What follows belongs to an exercise in optimizing a design on an open flow for small area; a production flow would make more cautious choices. Only simulation tests tie the RTL to the original design; equivalence was not proved. No driver is modelled on the clock port, so clocking that relies on it looks cheaper here than on a real chip. No activity file was given, so power comes from the tool's default toggle rates.

$ cat flow/design.v
module iida_aoi222 (
  input  logic a0, a1, b0, b1, c0, c1,
  output logic y
);
  assign y = ~((a0 & a1) | (b0 & b1) | (c0 & c1));
endmodule
module iida_nand2 (
  input  logic a, b,
  output logic y
);
  assign y = ~(a & b);
endmodule
module iida_and3 (
  input  logic a, b, c,
  output logic y
);
  assign y = a & b & c;
endmodule
module iida_nand4 (
  input  logic a, b, c, d,
  output logic y
);
  assign y = ~(a & b & c & d);
endmodule
module iida_sel16 (
  input  logic [15:0] d,
  input  logic [15:0] sel,
  output logic        y
);
  logic [5:0] n;
  iida_aoi222 u_0 (d[0],  sel[0],  d[1],  sel[1],  d[2],  sel[2],  n[0]);
  iida_aoi222 u_1 (d[3],  sel[3],  d[4],  sel[4],  d[5],  sel[5],  n[1]);
  iida_aoi222 u_2 (d[6],  sel[6],  d[7],  sel[7],  d[8],  sel[8],  n[2]);
  iida_aoi222 u_3 (d[9],  sel[9],  d[10], sel[10], d[11], sel[11], n[3]);
  iida_aoi222 u_4 (d[12], sel[12], d[13], sel[13], d[14], sel[14], n[4]);
  iida_nand2  u_5 (d[15], sel[15], n[5]);
  logic       a;
  iida_and3   u_a (n[0], n[1], n[2], a);
  iida_nand4  u_o (a, n[3], n[4], n[5], y);
endmodule
module iida_sel4 (
  input  logic up, su, dn, sd, nw, sn, q, h,
  output logic y
);
  logic n0, n1;
  iida_aoi222 u_0 (up, su, dn, sd, nw, sn, n0);
  iida_nand2  u_1 (q, h, n1);
  iida_nand2  u_o (n0, n1, y);
endmodule
module iida_sel3 (
  input  logic a, sa, b, sb, q, h,
  output logic y
);
  logic n0;
  iida_aoi222 u_0 (a, sa, b, sb, q, h, n0);
  assign y = ~n0;
endmodule
module indexed_insert_delete_array (
  input  logic        clk_i,
  input  logic        rst_ni,
  input  logic        in_valid_i,
  output logic        in_stall_o,
  input  logic [2:0]  command_i,
  input  logic [4:0]  position_i,
  input  logic [31:0] element_i,
  output logic        out_valid_o,
  input  logic        out_stall_i,
  output logic [31:0] read_word_o,
  output logic        found_o,
  output logic [1:0]  status_o,
  output logic [4:0]  count_o
);
  localparam logic [2:0] CMD_APPEND  = 3'd0;
  localparam logic [2:0] CMD_INSERT  = 3'd1;
  localparam logic [2:0] CMD_READ    = 3'd2;
  localparam logic [2:0] CMD_REMOVE  = 3'd3;
  localparam logic [2:0] CMD_REPLACE = 3'd4;
  logic        hold_q;
  logic        accept;
  logic [4:0]  used_q;
  logic [3:0]  slot_q [16];
  logic [31:0] word_q [16];
  logic [3:0]  rd_slot_q;
  logic        found_q;
  logic [1:0]  status_q;
  assign out_valid_o = hold_q;
  assign in_stall_o  = hold_q & out_stall_i;
  assign accept      = in_valid_i & ~in_stall_o;
  always_ff @(posedge clk_i or negedge rst_ni) begin
    if (!rst_ni) begin
      hold_q <= 1'b0;
    end else begin
      hold_q <= accept | (hold_q & out_stall_i);
    end
  end
  logic       full, pos_gt, pos_ge;
  logic       do_ins, do_rem, do_repl, hit;
  logic [1:0] status_d;
  logic [3:0] ins_pos;
  assign full   = used_q[4];
  assign pos_gt = position_i > used_q;
  assign pos_ge = position_i >= used_q;
  always_comb begin
    do_ins   = 1'b0;
    do_rem   = 1'b0;
    do_repl  = 1'b0;
    hit      = 1'b0;
    status_d = 2'd0;
    ins_pos  = position_i[3:0];
    case (command_i)
      CMD_APPEND: begin
        ins_pos = used_q[3:0];
        if (full) status_d = 2'd2;
        else      do_ins   = 1'b1;
      end
      CMD_INSERT: begin
        if (pos_gt)    status_d = 2'd1;
        else if (full) status_d = 2'd2;
        else           do_ins   = 1'b1;
      end
      CMD_READ: begin
        if (pos_ge) status_d = 2'd1;
        else        hit      = 1'b1;
      end
      CMD_REMOVE: begin
        if (pos_ge) status_d = 2'd1;
        else        do_rem   = 1'b1;
      end
      CMD_REPLACE: begin
        if (pos_ge) status_d = 2'd1;
        else        do_repl  = 1'b1;
      end
      default: ;
    endcase
  end
  logic [15:0] pos_oh;
  logic [3:0]  pos_slot;
  always_comb begin
    for (int i = 0; i < 16; i++) pos_oh[i] = position_i[3:0] == 4'(i);
  end
  for (genvar b = 0; b < 4; b++) begin : g_pos_slot
    logic [15:0] col;
    for (genvar i = 0; i < 16; i++) begin : g_col
      assign col[i] = slot_q[i][b];
    end
    iida_sel16 u_sel (.d(col), .sel(pos_oh), .y(pos_slot[b]));
  end
  always_ff @(posedge clk_i or negedge rst_ni) begin
    if (!rst_ni) begin
      used_q <= 5'd0;
    end else if (accept & do_ins) begin
      used_q <= used_q + 5'd1;
    end else if (accept & do_rem) begin
      used_q <= used_q - 5'd1;
    end
  end
  logic ins, rem;
  assign ins = accept & do_ins;
  assign rem = accept & do_rem;
  for (genvar i = 0; i < 16; i++) begin : g_map
    logic       su, sd, sn, h;
    logic [3:0] next;
    if (i == 0) begin : g_first
      assign sd = rem & (position_i[3:0] == 4'd0);
      assign sn = ins & (ins_pos == 4'd0);
      assign h  = ~(sd | sn);
      for (genvar b = 0; b < 4; b++) begin : g_bit
        iida_sel3 u_sel (
          .a(slot_q[1][b]), .sa(sd), .b(slot_q[15][b]), .sb(sn),
          .q(slot_q[0][b]), .h(h), .y(next[b])
        );
      end
    end else if (i == 15) begin : g_last
      assign su = ins & (ins_pos != 4'd15);
      assign sn = rem;
      assign h  = ~(su | sn);
      for (genvar b = 0; b < 4; b++) begin : g_bit
        iida_sel3 u_sel (
          .a(slot_q[14][b]), .sa(su), .b(pos_slot[b]), .sb(sn),
          .q(slot_q[15][b]), .h(h), .y(next[b])
        );
      end
    end else begin : g_mid
      assign su = ins & (ins_pos < 4'(i));
      assign sd = rem & (position_i[3:0] <= 4'(i));
      assign sn = ins & (ins_pos == 4'(i));
      assign h  = ~(su | sd | sn);
      for (genvar b = 0; b < 4; b++) begin : g_bit
        iida_sel4 u_sel (
          .up(slot_q[i-1][b]), .su(su), .dn(slot_q[i+1][b]), .sd(sd),
          .nw(slot_q[15][b]), .sn(sn), .q(slot_q[i][b]), .h(h), .y(next[b])
        );
      end
    end
    always_ff @(posedge clk_i or negedge rst_ni) begin
      if (!rst_ni) begin
        slot_q[i] <= 4'(i);
      end else begin
        slot_q[i] <= next;
      end
    end
  end
  logic [3:0] wr_slot;
  logic       wr_en;
  assign wr_slot = do_ins ? slot_q[15] : pos_slot;
  assign wr_en   = accept & (do_ins | do_repl);
  for (genvar s = 0; s < 16; s++) begin : g_word
    always_ff @(posedge clk_i) begin
      if (wr_en && (wr_slot == 4'(s))) begin
        word_q[s] <= element_i;
      end
    end
  end
  always_ff @(posedge clk_i) begin
    if (accept) begin
      rd_slot_q <= pos_slot;
      found_q   <= hit;
      status_q  <= status_d;
    end
  end
  logic [15:0] rd_oh;
  always_comb begin
    for (int s = 0; s < 16; s++) rd_oh[s] = found_q & (rd_slot_q == 4'(s));
  end
  for (genvar b = 0; b < 32; b++) begin : g_rd
    logic [15:0] col;
    for (genvar s = 0; s < 16; s++) begin : g_col
      assign col[s] = word_q[s][b];
    end
    iida_sel16 u_sel (.d(col), .sel(rd_oh), .y(read_word_o[b]));
  end
  assign found_o  = found_q;
  assign status_o = status_q;
  assign count_o  = used_q;
endmodule
$ cat flow/flow/run.sh
#!/bin/bash
set -euo pipefail
export BUFFER_PORTS_ARGS="-buffer_cell sky130_fd_sc_hd__buf_1"
export RECOVER_POWER=100
export POST_GLOBAL_ROUTE_TCL="$PWD/flow/post_grt.tcl"
export CTS_ARGS="-sink_clustering_enable -repair_clock_nets -sink_clustering_size 16 -sink_clustering_max_diameter 60 -buf_list sky130_fd_sc_hd__clkbuf_8 -dont_use_dummy_load"
bash standard.sh > standard.log 2>&1
$ cat flow/flow/post_grt.tcl
# After ORFS's global-route step (which ends with power recovery, i.e.
# sizing down cells on paths with slack), fix any max slew/capacitance
# violation that the sizing left, then legalize and reroute the changed nets.
global_route -start_incremental
repair_design -slew_margin $::env(SLEW_MARGIN) -cap_margin $::env(CAP_MARGIN)
detailed_placement
global_route -end_incremental
estimate_parasitics -global_routing
puts "post_grt: slew violations [sta::max_slew_violation_count], cap violations [sta::max_capacitance_violation_count]"
report_worst_slack -max
report_worst_slack -min
$ cat flow/standard.sh
#!/bin/bash
# synth_recipe.tcl (not shown) runs the flow's synth.tcl, then flattens the netlist and writes it again
# the make line also repeats each setting of config.mk as NAME=value (left out here)
make -C /OpenROAD-flow-scripts/flow DESIGN_CONFIG=/design/flow/config.mk WORK_HOME=/design/flow/orfs CLKGATE_MAP_FILE= SYNTH_SCRIPT=/design/flow/synth_recipe.tcl "${@:-finish}"
$ cat flow/config.mk
export PLATFORM = sky130hd
export DESIGN_NAME = indexed_insert_delete_array
export DESIGN_NICKNAME = indexed_insert_delete_array
export VERILOG_FILES = /design/flow/design.v
export SDC_FILE = /design/flow/constraint.sdc
export NUM_CORES = 4
export LEC_CHECK = 0
export CAP_MARGIN = 20
export CORE_MARGIN = 2
export CORE_UTILIZATION = 75
export CTS_BUF_LIST = sky130_fd_sc_hd__clkbuf_8
export CTS_CLUSTER_DIAMETER = 60
export CTS_CLUSTER_SIZE = 16
export PLACE_DENSITY = 0.85
export SLEW_MARGIN = 20
export SYNTH_HIERARCHICAL = 1
export SYNTH_MINIMUM_KEEP_SIZE = 0
$ cat flow/constraint.sdc
create_clock -name core_clock -period 5.0 [get_ports {clk_i}]
set_input_delay 1.0000 -clock core_clock [delete_from_list [all_inputs] [get_ports {clk_i}]]
set_output_delay 1.0000 -clock core_clock [all_outputs]
set_load 0.01 [all_outputs]
==> results of run 1 <==
## modules after synthesis, one instance, submodules excluded, a selection
module                       cells  copies in the design  flops+latches  cell area [sq um]
iida_and3                        1                    36              0               6.26
iida_nand4                       1                    36              0               6.26
iida_sel3                        1                     8              0               3.75
iida_aoi222                      1                   244              0               10.0
indexed_insert_delete_array    832                     1            589              18800
iida_nand2                       1                   148              0               3.75
## state kept, by name, summed over array words and instances, names as in the netlist
signal and flops:
word_q 512, slot_q 64, used_q 5, rd_slot_q 4, status_q 2, found_q 1
hold_q 1
## area by class of cell
cell class / count / area [sq um] / share of cell area [%]
inverters: 21 / 78.8 / 0.326
multi-input cells: 687 / 4960 / 20.6
repair buffers: 127 / 658 / 2.72
flip-flops and latches: 589 / 17400 / 71.9
well taps: 390 / 488 / 2.02
clock buffers: 43 / 592 / 2.45
## worst reg2reg max path: cells and delay by family, from the launching register on
kind	cells	cell delay (ns)
simple gates	3	0.59
fa+ha+maj	1	0.31
compound gates	3	1.10
buf+inv	3	1.28
flops	1	0.48
## power by group
part / leakage, nW / switching (W) / internal (W)
Clock: 0.309 / 0.00136 / 0.000773
Sequential: 5.51 / 0.0000417 / 0.00539
Combinational: 2.06 / 0.000351 / 0.000152
## cells by family after synthesis
| group | after synthesis | synth area share, % |
|---|---|---|
| adders and majority gates | 9 | 0.539 |
| buffers and inverters | 28 | 0.494 |
| DFF | 589 | 78.0 |
| xor gates and xnor gates | 3 | 0.118 |
| AOI/OAI and AO/OA | 278 | 11.9 |
| and+or+nand+nor | 381 | 8.12 |
| muxes | 16 | 0.775 |
## layer usage
layer	part of all wire, %	wire length (microns)	track usage (%)
met5	0	0	0
met3	13	7560	6.57
met4	4.5	2560	17.4
met1	34	19400	49.7
met2	48	27200	58.9
## synth_stat cells, types with 3 or more instances
library cell / number
a21oi_1: 17
a222oi_1: 244
and2_1: 3
and3_1: 44
clkbuf_1: 5
dfrtp_1: 38
dfstp_2: 32
edfxtp_1: 519
ha_1: 8
inv_1: 18
inv_2: 3
mux2_2: 4
mux2i_1: 10
nand2_1: 168
nand2_2: 3
nand2b_1: 8
nand3_1: 5
nand4_1: 36
nor2_1: 56
nor2b_1: 6
nor3_1: 34
o21ai_0: 6
or2_2: 3
## through the flow
stage | setup WS [ns] | total power [W] | util, % | instance area [sq um] | cells
3_3_place_gp | 0.464 | 0.00601 | 80.4 | 23600 | 1810
3_5_place_dp | 0.226 | 0.00603 | 80.4 | 23600 | 1810
6_report | 0.319 | 0.00807 | 82.2 | 24200 | 1857
2_1_floorplan | -0.478 | 0.00581 | - | 22300 | 1304
4_1_cts | 0.548 | 0.00806 | 82.4 | 24200 | 1853
## path summary, 6_finish.rpt
check | end | depth (start not counted) | slack [ns] | startpoint
worst max-delay path | read_word_o[2] | 7 | 0.32 | rd_slot_q[3]$_DFFE_PP_
worst min-delay path | slot_q[10][0]$_DFF_PN0_ | 1 | 0.26 | rst_ni
worst max register to register | word_q[4][6]$_DFFE_PP_ | 10 | 0.86 | used_q[1]$_DFFE_PN0P_
worst min register to register | slot_q[5][2]$_DFF_PN1_ | 2 | 0.50 | slot_q[5][2]$_DFF_PN1_
max in group asynchronous | slot_q[5][0]$_DFF_PN1_ | 3 | 3.93 | rst_ni
min in group core_clock | slot_q[5][2]$_DFF_PN1_ | 2 | 0.50 | slot_q[5][2]$_DFF_PN1_
==> run notes, run 1 <==
The height of the chip was 176 microns. For the pin with the worst max-slew slack, the measured transition is 1.13 ns. The final critical path time including I/O delays and setup came out at 4.68 ns. Before antenna repair, the detailed router went through 14 iterations. The logs give 0 for the hold-fix buffer count after cts and 0 for the total setup buffers inserted after CTS.

For this run the aggregate overflow at the end of global routing stands at 0. Highest-delay cell along the critical path: nor2_2. The logs give 0 for the final count of negative-setup-slack endpoints and 63 for the count of standard-cell rows. Along the worst path, the maximum fanout reaches 17. The stage delay of the slowest cell on the critical path is 0.74 ns. Detailed routing inserted a total of 14600 vias. Initial antenna violation count: 0. The first global-routing pass estimated 84100 microns of wire. The logs give 0 for the max-slew violation count and 3.68 ns for the data arrival time of the critical path. In this run the power density over the cells is 334 nW/um^2. The path type of the worst min-delay path is in2async. A synthesized cell averages 17.1 sq um.

Clock tree synthesis selected as its root buffer the cell clkbuf_8. In the synthesized netlist the async set-or-reset flop fraction comes to 11.9%. On the final layout, the worst clock skew is 0.0606 ns. Sequential elements use 78.0% of the synthesized area.

The width of the die is 176 microns, and the combined global-route utilization of all metal layers is 36.6%. The total area inside the core boundary comes to 29400 sq um. The data required time at the worst endpoint was 4.00 ns. The run gives 51 as the count of cell types in the netlist.

edfxtp_1 takes more of the synthesized area than any other cell. Wires add up to 56700 microns. The analysis attributes to cell leakage a power of 7.88 nW. For this block, the initial DRC count from the detailed router was 3726. At the end of routability-driven placement, the weighted congestion stood at 1.02. Derived from the worst setup path, the maximum achievable clock frequency is 0.214 GHz. The Yosys step of the flow raised 11 warnings. The tools report the total of max-cap violations as 0.

TritonCTS built the clock tree. The run gives 1522 as the number of nets at the end of the flow. The post-detailed-route wirelength per cell was 30.5 microns. The detail route stage leaves a number of antenna-violating nets equal to 0. The number of global-route vias before repair was 14400. The final-layout fill cell count is 1436.

Clock latency reported for the late side of the worst-skew pair: 0.59 ns. The clock passes through at most 3 buffers. In the synthesized netlist, the number of instances is 1304.

The count of buffers added on input and output ports is 85. The library cells used most frequently in the layout, excluding fill and tap cells, are edfxtp_1, a222oi_1, nand2_1. The worst setup path is launched from a register. The synthesized cell area is 22300 sq um, and the clock input transition at the sequential cells of the worst setup and hold paths is 0.10 ns.

After legalization and detailed placement, the total HPWL measured 34100 microns. The number of enable flip-flop cells after synthesis was 519. The run gives 0 as the number of endpoints with negative hold slack in the final report. STA classifies the critical path endpoint as a primary output. The critical path contains buffers and inverters numbering 2 combined. The initial utilization of the core area, before any placement, comes to 75.8%. The flip-flop and latch count after synthesis came out at 589. The number of CTS-inserted buffers is 43. Once the clock tree was built, the resizer swapped 0 gates to a different size.

Compared with the post-synthesis result, the final layout area differs by 8.46%. The repair_antennas step left the layout with diodes totalling 0. Family with the most delay on the worst path: simple AND/OR/NAND/NOR gates. The tools report the worst slack on hold paths as 0.261 ns.

The die covers 31100 sq um. IR analysis of the VDD net gives a maximum drop of 239 uV. The via density per instance was 7.84. Leaving out fill and tap cells, the most frequent cell in the layout is edfxtp_1. Headroom to the max-slew limit came out at 24.8%. Walking the worst path, the cells encountered are or3b_2 > nor2_2 > clkbuf_2 > a222oi_1 > and3_1 > nand4_1 > buf_1.

After layout, the worst path uses 93.6% of the clock period. The number of nets in the synthesized netlist is 1357. The flow ran to the end and the layout has no timing, DRC or antenna violations. By area the synthesized netlist is led by edfxtp_1, a222oi_1, dfrtp_1, dfstp_2, nand2_1. After detailed routing, the number of remaining DRC violations is 0. In this run the number of H-tree levels came out at 2. 86 I/O pins were placed. The most common flop cell mapped by yosys is edfxtp_1. The tree built by TritonCTS fans out to 589 sinks. The run gives 38 as the largest net degree at the start of global routing.

After routing, the total negative slack on setup checks comes to 0 ns. Startpoint-to-endpoint class of the critical path: reg2out. The area share of the largest cell type after synthesis works out to 70.0%.

In the final layout, the share of cells above drive strength 1 is 10.4%.
==> run 2: changes to the inputs <==
==> flow/flow/run.sh (replaced) <==
#!/bin/bash
set -euo pipefail
export BUFFER_PORTS_ARGS="-buffer_cell sky130_fd_sc_hd__buf_1"
export RECOVER_POWER=100
export POST_GLOBAL_ROUTE_TCL="$PWD/flow/post_grt.tcl"
export POST_CTS_TCL="$PWD/flow/post_cts.tcl"
export CTS_ARGS="-sink_clustering_enable -repair_clock_nets -sink_clustering_size 16 -sink_clustering_max_diameter 60 -buf_list sky130_fd_sc_hd__clkbuf_8 -dont_use_dummy_load"
bash standard.sh > standard.log 2>&1
==> flow/flow/post_cts.tcl (new file) <==
# After ORFS's clock tree step: size down cells on paths with slack (power
# recovery, as ORFS does after global routing), fix any max slew/capacitance
# violation that leaves, and legalize.
estimate_parasitics -placement
repair_timing -recover_power 100 -verbose
repair_design -slew_margin $::env(SLEW_MARGIN) -cap_margin $::env(CAP_MARGIN)
detailed_placement
check_placement -verbose
estimate_parasitics -placement
puts "post_cts: slew violations [sta::max_slew_violation_count], cap violations [sta::max_capacitance_violation_count]"
==> run notes, run 2 <==
The initial detailed-routing violation count was 3461; the pre-CTS setup slack was 0.226 ns. TritonCTS built the clock tree. For this run, the slowest stage of the critical path takes 0.76 ns. The worst-case IR drop observed on VDD is 239 uV. In the final layout, the registers with the most flip-flops are word_q: 512 flops, slot_q: 64 flops, used_q: 5 flops. For this run, the number of Yosys warnings is 11. The number of buffers and inverters on the critical path works out to 2.

The critical path is of the in2reg type. Timing would allow up to 0.210 GHz. The die covers 31100 sq um. From bottom edge to top edge, the die measures 176 microns. The worst register-to-register path has a setup slack of 0.68 ns.

Clock latency on the worst-skew pair, taken at its later pin, is 0.59 ns. Via count of the routed design: 14500. In the routed design, unresolved DRC markers number 0. Across the run, the number of max-cap violations was 0. The placed instances occupy a cell area of 23600 sq um.

In this run the remaining antenna-violating nets after routing total 0. The average instance in the mapped netlist occupies 17.1 sq um. Measured along the x axis, the die boundary spans 176 microns. For the data arrival time of the critical path, the log shows 4.98 ns. The area share of xor/xnor cells in the synthesized design is 0.118%. For this run the aggregate overflow at the end of global routing stands at 0. The tools report the capture instance of the worst register-to-register path as word_q[6][30]$_DFFE_PP_. The first global-routing pass estimated 84600 microns of wire. The net count of the mapped netlist was 1357; the max-slew violation count was 0. The areal power density over the cells was 334 nW/um^2; the initial antenna violation count was 0. Family with the most delay on the worst path: simple AND/OR/NAND/NOR gates. Number of enable flip-flop cells after synthesis: 519.

Ranked by total cell area, the synthesized netlist is headed by edfxtp_1, a222oi_1, dfrtp_1, dfstp_2, nand2_1. Entering global routing, the biggest net connects 33 pins. The run gives 0 as the number of endpoints with negative hold slack in the final report.

The CTS sink count was 589; the period utilization was 95.3%. 0 antenna diodes ended up in the layout. The kind of end point of the critical path is a register. The share of layout cells above drive strength 1 works out to 10.0%. Counting every instance in the synthesized netlist gives 1304. By area, the combinational part of the netlist is dominated by compound AO/OA/AOI/OAI gates. Relative to the synthesized area, the layout overhead comes to 8.17%.

The synthesized netlist occupies a cell area of 22300 sq um. The via density per instance is 7.79. At the end of the flow, the number of nets in the layout was 1525. The tightest min-delay check is of the in2async type. The routed design could run at a clock period as short as 4.77 ns.

The register with the most flip-flops in the layout has 512 of them. Measured against the total synthesized area, the mux share comes to 0.775%. In the layout the commonest cells are edfxtp_1, a222oi_1, nand2_1. Of the total synthesized cell area, the portion taken by AND, OR, NAND and NOR gates is 8.12%. Register containing the most flip-flops in the final layout: word_q. The cell taking the most area after synthesis was edfxtp_1. The worst setup path is launched from a primary input.

Walking the worst path, the cells encountered are clkbuf_1 > or2_0 > nor2_1 > a222oi_1 > and3_1 > nand4_1 > o32a_1 > nor3_2 > clkbuf_4. After detailed routing, the average wire length per cell comes to 30.4 microns. The post-synthesis compound-gate area fraction is 11.9%. The dominant cell by count in the synthesized netlist was edfxtp_1. The run gives 0 as the final count of negative-setup-slack endpoints.

Worst slew slack as a fraction of its limit: 23.7%. The core region is 29400 sq um. The slew of the pin with the lowest slew margin is 1.14 ns, and the final weighted congestion in routability-driven placement is 1.02. In this run the static leakage power is 7.83 nW. The worst register-to-register path has a depth of 10. Once layout is done, the placed cells without fillers occupy 24100 sq um. For the worst setup path, the data required time is 5.21 ns. The netlist uses 51 different library cells. Maximum net fanout on the critical path: 25. Among all stages on the critical path, the largest delay is contributed by nor3_2.

The adder and majority cell fraction of the synthesized area came out at 0.539%. The clock input transition at the sequential cells of the worst setup and hold paths works out to 0.10 ns. The setup slack after layout was 0.234 ns.

In this run the biggest area consumer among cell types represents 70.0% of the synthesized area. After detailed routing, the total wire length is 56600 microns. The most used flip-flop cell after synthesis is edfxtp_1.

The run gives 34100 microns as the placed wire-length estimate after detailed placement. The logs give 0.0526 ns for the setup clock skew after layout and 78.0% for the sequential element share of the synthesized area. The run finished with no timing, DRC or antenna violations. Before antenna repair, the detailed router went through 11 iterations. The flip-flop and latch count after synthesis came out at 589. Once the floorplan was initialized, standard cells occupied 75.8% of the core. During I/O placement, the number of pins put on the boundary was 86. In the synthesized netlist the async set-or-reset flop fraction comes to 11.9%. In this run the critical register-to-register path is launched from used_q[1]$_DFFE_PN0P_. The count of buffers added on input and output ports is 85. The commonest cells after synthesis are edfxtp_1, a222oi_1, nand2_1, nor2_1, and3_1.

The combined global-route utilization of all metal layers is 36.8%, and the number of global-route vias before repair is 14400. The count of standard-cell rows was 63. Leaving out fill and tap cells, the most frequent cell in the layout is edfxtp_1.
-- run 2: how the worst max path moves through the flow --
stage                     slack [ns]  cells after the start                  endpoint           from
final                           0.23                      9   word_q[6][30]$_DFFE_PP_  position_i[1]
after detailed placement        0.23                     10  word_q[11][22]$_DFFE_PP_  position_i[1]
after global placement          0.46                      9  word_q[11][28]$_DFFE_PP_  position_i[2]
after floorplan                -0.48                      8   word_q[12][0]$_DFFE_PP_  position_i[2]
-- run 2: kinds of logic (layout without fill, tap and decap cells) --
kind of cell,count (synthesis),count (layout)
multiplexers,16,16
AO/OA/AOI/OAI,278,278
flip-flops,589,589
XOR/XNOR,3,3
buffers and inverters,28,194
AND/OR/NAND/NOR,381,381
adder cells (fa/ha/maj),9,9
-- run 2: cell type report --
class / count / area [sq um]
Tap cell: 390 / 488
Sequential cell: 589 / 17400
Multi-Input combinational cell: 687 / 4910
Timing Repair Buffer: 130 / 644
Inverter: 21 / 78.8
Fill cell: 1450 / 5310
Clock buffer: 43 / 592
-- run 2: layer usage --
metal | track usage (%) | wire (microns)
met1 | 49.9 | 19100
met5 | 0 | 0
met4 | 18.9 | 2830
met2 | 58.6 | 27000
met3 | 6.72 | 7680
-- run 2: per-module statistics from Yosys (local to each module, per instance), a selection --
| module | flip-flops and latches | cells inside | cell area [sq um] | copies in the design |
|---|---|---|---|---|
| iida_and3 | 0 | 1 | 6.26 | 36 |
| iida_aoi222 | 0 | 1 | 10.0 | 244 |
| iida_sel3 | 0 | 1 | 3.75 | 8 |
| indexed_insert_delete_array | 589 | 832 | 18800 | 1 |
| iida_nand4 | 0 | 1 | 6.26 | 36 |
| iida_nand2 | 0 | 1 | 3.75 | 148 |
-- run 2: metrics by stage --
stage / util (%) / hold WS (ns) / instances / setup TNS [ns] / total power, W
after global placement: 80.4 / 0.483 / 1810 / 0 / 0.00601
after detailed placement: 80.4 / 0.485 / 1810 / 0 / 0.00603
final: 81.9 / 0.310 / 1860 / 0 / 0.00805
after floorplan: - / 0.456 / 1304 / -91.80 / 0.00581
-- run 2: power by group --
part	total (W)	leakage, nW	switching, W	internal, W
logic	0.000500	2.01	0.000350	0.000150
clock network	0.00212	0.309	0.00135	0.000773
registers	0.00543	5.51	0.0000412	0.00539

re-timing with driven ports:
In the flow no input, the clock included, has a driving cell. The finished layouts below were timed again as built, in two steps.
Step 1, drivers: a clkbuf_16 drives clk_i and a buf_2 each remaining input, both assumed.
Step 2, shift: input delay + t, output delay - t, t = (earliest + latest rising clock arrival at the registers) / 2. This alone moves slack from input paths to output paths.
a / b / c = no drivers / after step 1 / after step 2; a / b = the first two.
run | shift t [ns] | setup slack, ns | slew at the worst register clock pin (ns)
run 1 | 0.613 | 0.319 / 0.270 / -0.160 | 0.11 / 0.11
run 2 | 0.613 | 0.234 / 0.195 / -0.354 | 0.11 / 0.11
Met with ideal ports but missed after step 2: setup timing in run 1 and run 2. For run 2, which loses most, drivers alone change the setup slack by -0.039 ns; drivers and shift together by -0.588 ns.
